This is an optimization exercise on Yosys and OpenROAD, whose aim is small area, not a production implementation.
Only simulation tests tie the RTL to the original design; equivalence was not proved.
No activity file was given, so power comes from the tool's default toggle rates.

==> module sobel_window_reader, before the edit <==
module sobel_window_reader
#(
  parameter int IMG_W = 128,
  parameter int IMG_H = 128,
  parameter int PIX_W = sobel_pkg::PIX_W_DEF
) (
  input  logic                 clk,
  input  logic                 rst,
  input  logic                 pix_valid_i,
  input  logic [7:0]           pix_i,
  output logic [71:0]          win_o,
  output logic                 win_valid_o,
  output logic                 frame_done_o,
  output logic [6:0]           row_o,
  output logic [6:0]           col_o
);
  localparam int CW = (IMG_W > 1) ? $clog2(IMG_W) : 1;
  localparam int RW = (IMG_H > 1) ? $clog2(IMG_H) : 1;
  logic             en;
  logic [PIX_W-1:0] tap_q [9];
  logic [PIX_W-1:0] tap_d [9];
  logic [PIX_W-1:0] a_out;
  logic [PIX_W-1:0] b_out;
  logic [CW-1:0]    col_q;
  logic [RW-1:0]    row_q;
  logic             acc_q;
  logic [CW:0]      col_carry;
  logic [RW:0]      row_carry;
  assign en = pix_valid_i;
  line_delay #(.DEPTH(IMG_W - 3), .PIX_W(PIX_W)) u_delay_a (
    .clk    (clk),
    .rst    (rst),
    .en_i   (en),
    .din_i  (tap_q[sobel_pkg::TAP_BL]),
    .dout_o (a_out)
  );
  line_delay #(.DEPTH(IMG_W - 3), .PIX_W(PIX_W)) u_delay_b (
    .clk    (clk),
    .rst    (rst),
    .en_i   (en),
    .din_i  (tap_q[sobel_pkg::TAP_ML]),
    .dout_o (b_out)
  );
  always_comb begin
    tap_d[sobel_pkg::TAP_TL] = tap_q[sobel_pkg::TAP_TM];
    tap_d[sobel_pkg::TAP_TM] = tap_q[sobel_pkg::TAP_TR];
    tap_d[sobel_pkg::TAP_TR] = b_out;
    tap_d[sobel_pkg::TAP_ML] = tap_q[sobel_pkg::TAP_MM];
    tap_d[sobel_pkg::TAP_MM] = tap_q[sobel_pkg::TAP_MR];
    tap_d[sobel_pkg::TAP_MR] = a_out;
    tap_d[sobel_pkg::TAP_BL] = tap_q[sobel_pkg::TAP_BM];
    tap_d[sobel_pkg::TAP_BM] = tap_q[sobel_pkg::TAP_BR];
    tap_d[sobel_pkg::TAP_BR] = pix_i;
  end
  always_ff @(posedge clk) begin
    for (int i = 0; i < 9; i++) begin
      tap_q[i] <= en ? tap_d[i] : (tap_q[i] & {PIX_W{!rst}});
    end
  end
  always_comb begin
    col_carry[0] = en;
    for (int i = 1; i <= CW; i++) begin
      col_carry[i] = col_carry[i-1] && col_q[i-1];
    end
    row_carry[0] = en && (col_q == CW'(IMG_W - 2));
    for (int i = 1; i <= RW; i++) begin
      row_carry[i] = row_carry[i-1] && row_q[i-1];
    end
  end
  always_ff @(posedge clk) begin
    if (rst) begin
      col_q <= CW'(IMG_W - 2);
      row_q <= RW'(IMG_H - 2);
      acc_q <= 1'b0;
    end else begin
      acc_q <= en;
      col_q <= col_q ^ col_carry[CW-1:0];
      row_q <= row_q ^ row_carry[RW-1:0];
    end
  end
  assign win_valid_o  = acc_q && (col_q != '0) && (col_q != CW'(IMG_W - 1))
                              && (row_q != '0) && (row_q != RW'(IMG_H - 1));
  assign frame_done_o = acc_q && (col_q == CW'(IMG_W - 2)) && (row_q == RW'(IMG_H - 2));
  assign row_o        = row_q;
  assign col_o        = col_q;
  assign win_o        = {tap_q[sobel_pkg::TAP_TL], tap_q[sobel_pkg::TAP_TM], tap_q[sobel_pkg::TAP_TR],
                         tap_q[sobel_pkg::TAP_ML], tap_q[sobel_pkg::TAP_MM], tap_q[sobel_pkg::TAP_MR],
                         tap_q[sobel_pkg::TAP_BL], tap_q[sobel_pkg::TAP_BM], tap_q[sobel_pkg::TAP_BR]};
endmodule
export LEC_CHECK = 0
export CAP_MARGIN = 20
export CORE_MARGIN = 2
export CORE_UTILIZATION = 85
export PLACE_DENSITY = 0.9
export SLEW_MARGIN = 20
create_clock -name core_clock -period 5.0 [get_ports {clk}]
standard.sh (not shown) runs the stock make flow with config.mk's settings and CLKGATE_MAP_FILE= SYNTH_SCRIPT=/design/flow/synth_recipe.tcl, a recipe that flattens the netlist after the stock synthesis.
==> flow/flow/run.sh <==
#!/bin/bash
# The standard ORFS layout with three changes to how it is built:
#  - port buffers are buf_1 (the default pick is a 10 um2 delay buffer),
#  - CTS inserts no dummy loads,
#  - CTS uses clkbuf_4 buffers, sinks in clusters of at most 11 within 40 um.
# Everything else (synthesis, floorplan, power grid, tap cells, timing repair) is standard.sh.
set -euo pipefail
bash standard.sh \
  "BUFFER_PORTS_ARGS=-buffer_cell sky130_fd_sc_hd__buf_1" \
  "CTS_ARGS=-sink_clustering_enable -repair_clock_nets -dont_use_dummy_load -sink_clustering_size 11 -sink_clustering_max_diameter 40 -buf_list sky130_fd_sc_hd__clkbuf_4" \
  finish > flow_make.log 2>&1
Next try:
--- a/flow/design.v
+++ b/flow/design.v
@@ -61,12 +61,10 @@
   logic [PIX_W-1:0] a_out;
   logic [PIX_W-1:0] b_out;
   logic [CW-1:0]    col_q;
   logic [RW-1:0]    row_q;
   logic             acc_q;
-  logic [CW:0]      col_carry;
-  logic [RW:0]      row_carry;
   assign en = pix_valid_i;
   line_delay #(.DEPTH(IMG_W - 3), .PIX_W(PIX_W)) u_delay_a (
     .clk    (clk),
     .rst    (rst),
     .en_i   (en),
@@ -94,29 +92,23 @@
   always_ff @(posedge clk) begin
     for (int i = 0; i < 9; i++) begin
       tap_q[i] <= en ? tap_d[i] : (tap_q[i] & {PIX_W{!rst}});
     end
   end
-  always_comb begin
-    col_carry[0] = en;
-    for (int i = 1; i <= CW; i++) begin
-      col_carry[i] = col_carry[i-1] && col_q[i-1];
-    end
-    row_carry[0] = en && (col_q == CW'(IMG_W - 2));
-    for (int i = 1; i <= RW; i++) begin
-      row_carry[i] = row_carry[i-1] && row_q[i-1];
-    end
-  end
   always_ff @(posedge clk) begin
     if (rst) begin
       col_q <= CW'(IMG_W - 2);
       row_q <= RW'(IMG_H - 2);
       acc_q <= 1'b0;
     end else begin
       acc_q <= en;
-      col_q <= col_q ^ col_carry[CW-1:0];
-      row_q <= row_q ^ row_carry[RW-1:0];
+      if (en) begin
+        col_q <= col_q + CW'(1);
+        if (col_q == CW'(IMG_W - 2)) begin
+          row_q <= row_q + RW'(1);
+        end
+      end
     end
   end
   assign win_valid_o  = acc_q && (col_q != '0) && (col_q != CW'(IMG_W - 1))
                               && (row_q != '0) && (row_q != RW'(IMG_H - 1));
   assign frame_done_o = acc_q && (col_q == CW'(IMG_W - 2)) && (row_q == RW'(IMG_H - 2));
=> The changed run finished clean; wire length barely changes; cell area is about the same; via count goes up by 0.54%; critical path depth goes up by 2; area after synthesis stays flat; sequential share of layout area barely changes; worst setup slack is worse by 0.33 ns; utilization hardly moves; non-clock buffer count goes down by 3; total power is about the same; clock power goes down by about 0.9%; maximum frequency goes down by 8.7%.

static timing again, ports no longer ideal:
The flow's constraints put no driver on any port. The routed layouts listed below were extracted and timed again, unchanged, in two steps. Step 1 sets driving cells, clkbuf_16 on the clock port and buf_2 on the other inputs (assumed; they add their load-dependent delay and slew). Step 2 times the ports against the registers' clock, not the clock port: input delays grow and output delays shrink by t, the midpoint of the rising clock arrivals with the driver on. Three values: ideal, step 1, step 2; two values: the first two.
run | t (ns) | setup slack, ns | worst hold slack (ns)
the first run | 1.118 | 1.500 / 1.431 / 1.397 | 0.126 / 0.081 / 0.417
the second run | 1.107 | 1.166 / 1.097 / 1.768 | 0.168 / 0.133 / 0.430
After both steps setup and hold are still met in every run listed. For the first run, which loses most, drivers alone change the setup slack by -0.069 ns; drivers and shift together by -0.103 ns.
